Source: an optimization exercise on an open RTL-to-GDS flow (aim: small area, a short achievable clock period and few clock cycles per item). Production flows keep margins and buffers that such runs may drop. RTL that was checked went through simulation tests only; none was proved equivalent to the original.

Setup of before:
==> flow/design.v (excerpt) <==
module midpoint_ellipse_rasterizer_top #(
  parameter int RADIUS_BITS = 10,
  parameter int COORD_BITS  = 11
) (
  input  wire logic                                   clk_i,
  input  wire logic                                   rst_ni,
  input  wire logic                                   cfg_we_i,
  input  wire logic [mer_pkg::CFG_IDX_W-1:0]          cfg_idx_i,
  input  wire logic [((COORD_BITS > RADIUS_BITS) ? COORD_BITS : RADIUS_BITS)-1:0] cfg_data_i,
  input  wire logic                                   in_valid_i,
  output logic                                        in_stall_o,
  input  wire logic                                   restart_i,
  output logic                                        out_valid_o,
  input  wire logic                                   out_stall_i,
  output logic signed [mer_pkg::PIX_W-1:0]            pixel_x_o,
  output logic signed [mer_pkg::PIX_W-1:0]            pixel_y_o,
  output logic                                        last_o,
  output logic                                        finished_o
);
Size: ~330 flip-flops, about 49 I/O pins, about 19000 um^2 of cells after synthesis.
Settings: LEC_CHECK=0, CAP_MARGIN=20, CORE_MARGIN=2, CORE_UTILIZATION=40, CTS_CLUSTER_DIAMETER=70, CTS_CLUSTER_SIZE=20, SETUP_SLACK_MARGIN=5, SLEW_MARGIN=20; clock period 10.0 ns.
standard.sh (not shown) runs the stock make flow with config.mk's settings and CLKGATE_MAP_FILE= SYNTH_SCRIPT=/design/flow/synth_recipe.tcl, a recipe that flattens the netlist after the stock synthesis.
==> flow/flow/run.sh <==
#!/bin/bash
set -euo pipefail
bash standard.sh SETUP_SLACK_MARGIN=6.8 finish > standard_flow.log 2>&1
#### Input delta (after over before)
-- flow/design.v --
<<< before, line 114
  logic        ka0, ka1, ka2, ka3;     
  logic        kb2;                    
  logic        xen_q, yen_q, b2_q;     
  logic        den_q;                  
  logic [10:0] zq;                     
>>> after, line 114
  logic        ka0, ka1, ka2, ka3;     
  logic        kb2;                    
  logic        yen_q, b2_q;            
  logic        den_q;                  
  logic [10:0] zq;                     
<<< before, line 201
    if (sw2_a) z_n = ~two_ry2_a;
  end
  assign opx = (xen_q ? xq : 11'd0) | {8'd0, b2_q, 2'b00};
  assign opy = yen_q ? yq : 11'd0;
  assign opz = zq;
  assign dop   = den_q ? d_q[10:0] : 11'd0;
>>> after, line 201
    if (sw2_a) z_n = ~two_ry2_a;
  end
  assign opx = xq | {8'd0, b2_q, 2'b00};
  assign opy = yq;
  assign opz = zq;
  assign dop   = den_q ? d_q[10:0] : 11'd0;
<<< before, line 234
    end
  end
  logic da_n, db_n, dfin;
  assign dfin = act_b && kb3;
  assign da_n = dfin ? (!reg2_q || dsum[10]) : da_q;
  assign db_n = dfin ? (reg2_q || !dsum[10]) : db_q;
  assign reg2_n = reg2_q || issue_sw1;
  always_ff @(posedge clk_i or negedge rst_ni) begin
>>> after, line 234
    end
  end
  logic [2:0]  cin3, k3;
  logic [10:0] top_w;
  logic        sgn, dfin, da_n, db_n;
  assign cin3  = {2'b00, c1_q} + {2'b00, c2_q} + {2'b00, cp_q};
  assign k3    = cin3 - ((step_b && yen_q) ? 3'd1 : (sw1_b || sw2_b) ? 3'd2 : 3'd0);
  assign top_w = dop + {{8{k3[2]}}, k3};
  assign sgn   = top_w[10];
  assign dfin  = act_b && kb3;
  assign da_n  = dfin ? (!reg2_q || sgn) : da_q;
  assign db_n  = dfin ? (reg2_q || !sgn) : db_q;
  assign reg2_n = reg2_q || issue_sw1;
  always_ff @(posedge clk_i or negedge rst_ni) begin
<<< before, line 387
    cp_q  <= dco;
    cmp_q <= cmp_w[12];
    xq    <= x_n;
    yq    <= y_n;
    if (act_b) d_q <= {dsum, d_q[43:11]};
    da_q  <= da_n;
    db_q  <= db_n;
    xen_q <= (dfin ? (!step_a || !reg2_q) : (!step_a || da_q)) || (dfin && dsum[10]);
    yen_q <= (dfin ? (!step_a || reg2_q) : (!step_a || db_q)) || (dfin && !dsum[10]);
    b2_q  <= step_a && ka0 && db_n;
    den_q <= !i1_a;
>>> after, line 393
    cp_q  <= dco;
    cmp_q <= cmp_w[12];
    xq    <= (!step_a || da_n) ? x_n : 11'd0;
    yq    <= (!step_a || db_n) ? y_n : 11'd0;
    if (act_b) d_q <= {dsum, d_q[43:11]};
    da_q  <= da_n;
    db_q  <= db_n;
    yen_q <= !step_a || db_n;
    b2_q  <= step_a && ka0 && db_n;
    den_q <= !i1_a;
- before reached the end of the flow, and the finished layout is clean on the timing, design-rule and antenna checks.
- after | stages: all done | timing, DRC, antenna: all pass
- Taking before as the reference point, the post-cts repair resize count of after rises by 6.7%.
- Measured against each other, after and before differ in cell area after placement, the lower figure coming from before.
- The final reports for after and before show largest fanout on the critical path lower in the former.
- Diff before..after | cell count of the worst hold path | unchanged
- Diff before -> after | final net count | up by a few percent
- Cell area (after over before): increase, about 3.6%
- The share of final layout cell area taken by non-clock buffers on before is in line with that on after.
- Routability congestion estimate from global placement up about 1.8% in after wrt before
- Compared with before, after shows detailed route wirelength on metal3 lower by about 2.8%.
- before has a lower share of layout cells above drive strength 1 than after.
- Diff before -> after | number of sinks handled by clock tree synthesis | down slightly
Testbench counts of after, summed over its fixed seeds: cycles 64,740, beats 62,804.
Only the layout flow was run in before; the RTL was not checked for function there.

## afterwards: timing with drivers on the ports
The results above use ideal ports. As a check the final layouts listed here were re-extracted and re-timed, cells and wires unchanged. Step 1 assumes that a clkbuf_16 drives the clock port and a buf_2 every other input. Step 2 also shifts input and output timing later by t, the mid clock arrival at the registers, as if the neighbouring blocks saw the same clock. Slacks: ideal / step 1 / step 2; pairs: ideal / step 1.
run	t, ns	slack for setup (ns)	pins driven straight from the clock port
before	0.635	6.468 / 6.468 / 6.310	1
after	0.625	6.738 / 6.738 / 6.310	1
After both steps setup and hold are still met in every run listed. For after, which loses most, drivers alone change the setup slack by 0.000 ns; drivers and shift together by -0.428 ns.
